What follows belongs to an exercise in optimizing a design on an open flow for small area and a short achievable clock period; a production flow would make more cautious choices.
Function was checked by simulation only, so behaviour that the tests miss may differ from the original.
Power figures rest on the tool's default switching activity, not on a simulated workload.

## riscv_core
module riscv_core (
    input  logic        clk,
    input  logic        rst_n,
    input  logic [31:0] instr,
    input  logic [31:0] read_data,
    output logic [31:0] pc,
    output logic        mem_rd_en,
    output logic [31:0] read_addr,
    output logic        mem_wr_en,
    output logic [31:0] write_addr,
    output logic [31:0] wr_data
);
    logic [31:2] pc_q;
    logic        fetch_valid;
    logic        stall;
    always_ff @(posedge clk) begin
        if (!rst_n) begin
            pc_q        <= '0;
            fetch_valid <= 1'b0;
        end else begin
            if (!stall) begin
                pc_q <= pc_q + 30'd1;
            end
            fetch_valid <= 1'b1;
        end
    end
    assign pc = {pc_q, 2'b00};
    logic [6:0] opcode;
    logic [2:0] f3;
    logic [6:0] f7;
    logic [4:0] rd, rs1, rs2;
    assign opcode = instr[6:0];
    assign f3     = instr[14:12];
    assign f7     = instr[31:25];
    assign rd     = instr[11:7];
    assign rs1    = instr[19:15];
    assign rs2    = instr[24:20];
    logic is_op, op_ok, is_addi, is_lw, is_sw, valid, rs2_used, wen;
    assign is_op   = opcode == 7'b0110011;
    assign op_ok   = (f7 == 7'b0000000 && (f3 == 3'b000 || f3 == 3'b010 || f3 == 3'b100 ||
                                           f3 == 3'b110 || f3 == 3'b111)) ||
                     (f7 == 7'b0100000 && f3 == 3'b000);
    assign is_addi = opcode == 7'b0010011 && f3 == 3'b000;
    assign is_lw   = opcode == 7'b0000011 && f3 == 3'b010;
    assign is_sw   = opcode == 7'b0100011 && f3 == 3'b010;
    assign valid   = fetch_valid && ((is_op && op_ok) || is_addi || is_lw || is_sw);
    assign rs2_used = is_op || is_sw;
    assign wen     = !is_sw && rd != 5'd0;
    logic        id_ex_hold;       
  ...
For scale: about 4,500 cells after synthesis, roughly 1,200 flip-flops, about 200 I/O pins, about 56,000 um^2 of cells after synthesis.
export LEC_CHECK = 0
export CAP_MARGIN = 20
export CORE_MARGIN = 2
export CORE_UTILIZATION = 40
export SETUP_SLACK_MARGIN = 3.2
export SLEW_MARGIN = 20
create_clock -name core_clock -period 6.5 [get_ports {clk}]
standard.sh (not shown) runs the stock make flow with config.mk's settings and CLKGATE_MAP_FILE= SYNTH_SCRIPT=/design/flow/synth_recipe.tcl, a recipe that flattens the netlist after the stock synthesis.
==> flow/flow/run.sh <==
#!/bin/bash
# Standard ORFS layout with two changes: ports get buf_2 buffers instead of the
# default delay buffer, and clock tree synthesis inserts no dummy loads and
# clusters more sinks per leaf buffer.
set -euo pipefail
bash standard.sh finish \
  "BUFFER_PORTS_ARGS=-buffer_cell sky130_fd_sc_hd__buf_2" \
  "CTS_ARGS=-sink_clustering_enable -repair_clock_nets -dont_use_dummy_load -buf_list sky130_fd_sc_hd__clkbuf_16 -sink_clustering_size 30 -sink_clustering_max_diameter 70" \
  > run_make.log 2>&1
Then changed:
CAP_MARGIN = 10   (was 20)
SLEW_MARGIN = 10   (was 20)
The changed run went through all stages and came out clean.
Global-route usage goes up by 0.19 points.
Power goes down slightly.
Final area rises slightly.
Via count rose slightly.
Maximum frequency climbs by a few percent.
Then changed:
==> flow/run.sh (new file) <==
#!/bin/bash
# synth_recipe.tcl (not shown) runs the flow's synth.tcl, then flattens the netlist and writes it again
# the make line also repeats each setting of config.mk as NAME=value (left out here)
make -C /OpenROAD-flow-scripts/flow DESIGN_CONFIG=/design/flow/config.mk WORK_HOME=/design/flow/orfs CLKGATE_MAP_FILE= SYNTH_SCRIPT=/design/flow/synth_recipe.tcl finish
CAP_MARGIN = 20   (was 10)
SLEW_MARGIN = 20   (was 10)
removed: flow/flow/run.sh
removed: flow/standard.sh
The changed run passed the timing, DRC and antenna checks.
Sequential power barely changes.
Combinational power went up by about 6%.
Non-clock buffer count went up by 9.
Clock power went up by about 64%.
Wire length went up by about 1.1%.
Final cell count went up by 2.4%.
Register-to-register slack barely changes.
Cell area went up by about 5%.
Sequential cell count does not change.

========
riscv_core, a different RTL version from the one above (not shown whole).
Size in the first run: roughly 4,500 cells after synthesis, ~1,200 flip-flops, ~200 I/O pins, roughly 0.057 sq mm of cells after synthesis.
export LEC_CHECK = 0
export CAP_MARGIN = 20
export CORE_MARGIN = 2
export CORE_UTILIZATION = 40
export SETUP_SLACK_MARGIN = 3.0
export SLEW_MARGIN = 20
create_clock -name core_clock -period 6.5 [get_ports {clk}]
==> flow/flow/run.sh <==
#!/bin/bash
# Standard ORFS layout with two changes: ports get buf_2 buffers instead of the
# default delay buffer, and clock tree synthesis inserts no dummy loads and
# clusters more sinks per leaf buffer.
set -euo pipefail
bash standard.sh finish \
  "BUFFER_PORTS_ARGS=-buffer_cell sky130_fd_sc_hd__buf_2" \
  "CTS_ARGS=-sink_clustering_enable -repair_clock_nets -dont_use_dummy_load -buf_list sky130_fd_sc_hd__clkbuf_16 -sink_clustering_size 25 -sink_clustering_max_diameter 60" \
  > run_make.log 2>&1
Rerun with:
==> flow/run.sh (new file) <==
#!/bin/bash
# synth_recipe.tcl (not shown) runs the flow's synth.tcl, then flattens the netlist and writes it again
# the make line also repeats each setting of config.mk as NAME=value (left out here)
make -C /OpenROAD-flow-scripts/flow DESIGN_CONFIG=/design/flow/config.mk WORK_HOME=/design/flow/orfs CLKGATE_MAP_FILE= SYNTH_SCRIPT=/design/flow/synth_recipe.tcl finish
removed: flow/flow/run.sh
removed: flow/standard.sh
=>
- The new run finished clean
- sequential share of layout area is lower by 2.2 points
- clock-buffer cell count increases by 58
- first-iteration DRC count went up by 4.4%
- worst setup slack improves by 190 ps
- power climbs by 12%
Rerun with:
SETUP_SLACK_MARGIN = 2.0   (was 3.0)
- The changed run finished clean
- total power shrinks by 3.6%
- wire length shrinks by 2.1%
- sequential power hardly moves
- die area is unchanged
- synthesized area does not change
- maximum frequency shrinks by 17%
Rerun with:
CTS_BUF_LIST = sky130_fd_sc_hd__clkbuf_8   (was unset)
Result: Routed wire length hardly moves; sequential share of layout area increases by 0.64 points; non-clock buffer count decreases by 30; flip-flop and latch count is unchanged; global-route usage is about the same; area after synthesis is unchanged.

separate check: timing with driven ports:
How much do the figures lean on ideal ports? The routed layouts below were timed once more, with nothing changed but the port constraints. Step 1: set_driving_cell puts a clkbuf_16 on clk and a buf_2 on each other input, an assumption about the parent block. Step 2, shift: input delay + t, output delay - t, t = (earliest + latest rising clock arrival at the registers) / 2. This alone moves slack from input paths to output paths. Three values: ideal, step 1, step 2; two values: the first two.
run | t (ns) | setup WS [ns] | hold WS [ns]
the first run of note 1 | 0.790 | 2.554 / 2.554 / 1.834 | 0.378 / 0.378 / 0.378
the second run of note 1 | 0.784 | 2.642 / 2.642 / 1.882 | 0.393 / 0.393 / 0.393
the third run of note 1 | 0.885 | 2.600 / 2.608 / 1.722 | 0.395 / 0.395 / 0.395
the first run of note 2 | 0.819 | 2.406 / 2.426 / 1.607 | 0.421 / 0.421 / 0.421
the second run of note 2 | 0.863 | 2.592 / 2.613 / 1.750 | 0.411 / 0.411 / 0.411
the third run of note 2 | 0.888 | 1.810 / 1.876 / 0.988 | 0.425 / 0.425 / 0.425
the fourth run of note 2 | 1.044 | 1.729 / 1.780 / 0.736 | 0.423 / 0.423 / 0.423
After both steps setup and hold are still met in every run listed. For the fourth run of note 2, which loses most, drivers alone change the setup slack by +0.051 ns; drivers and shift together by -0.993 ns.
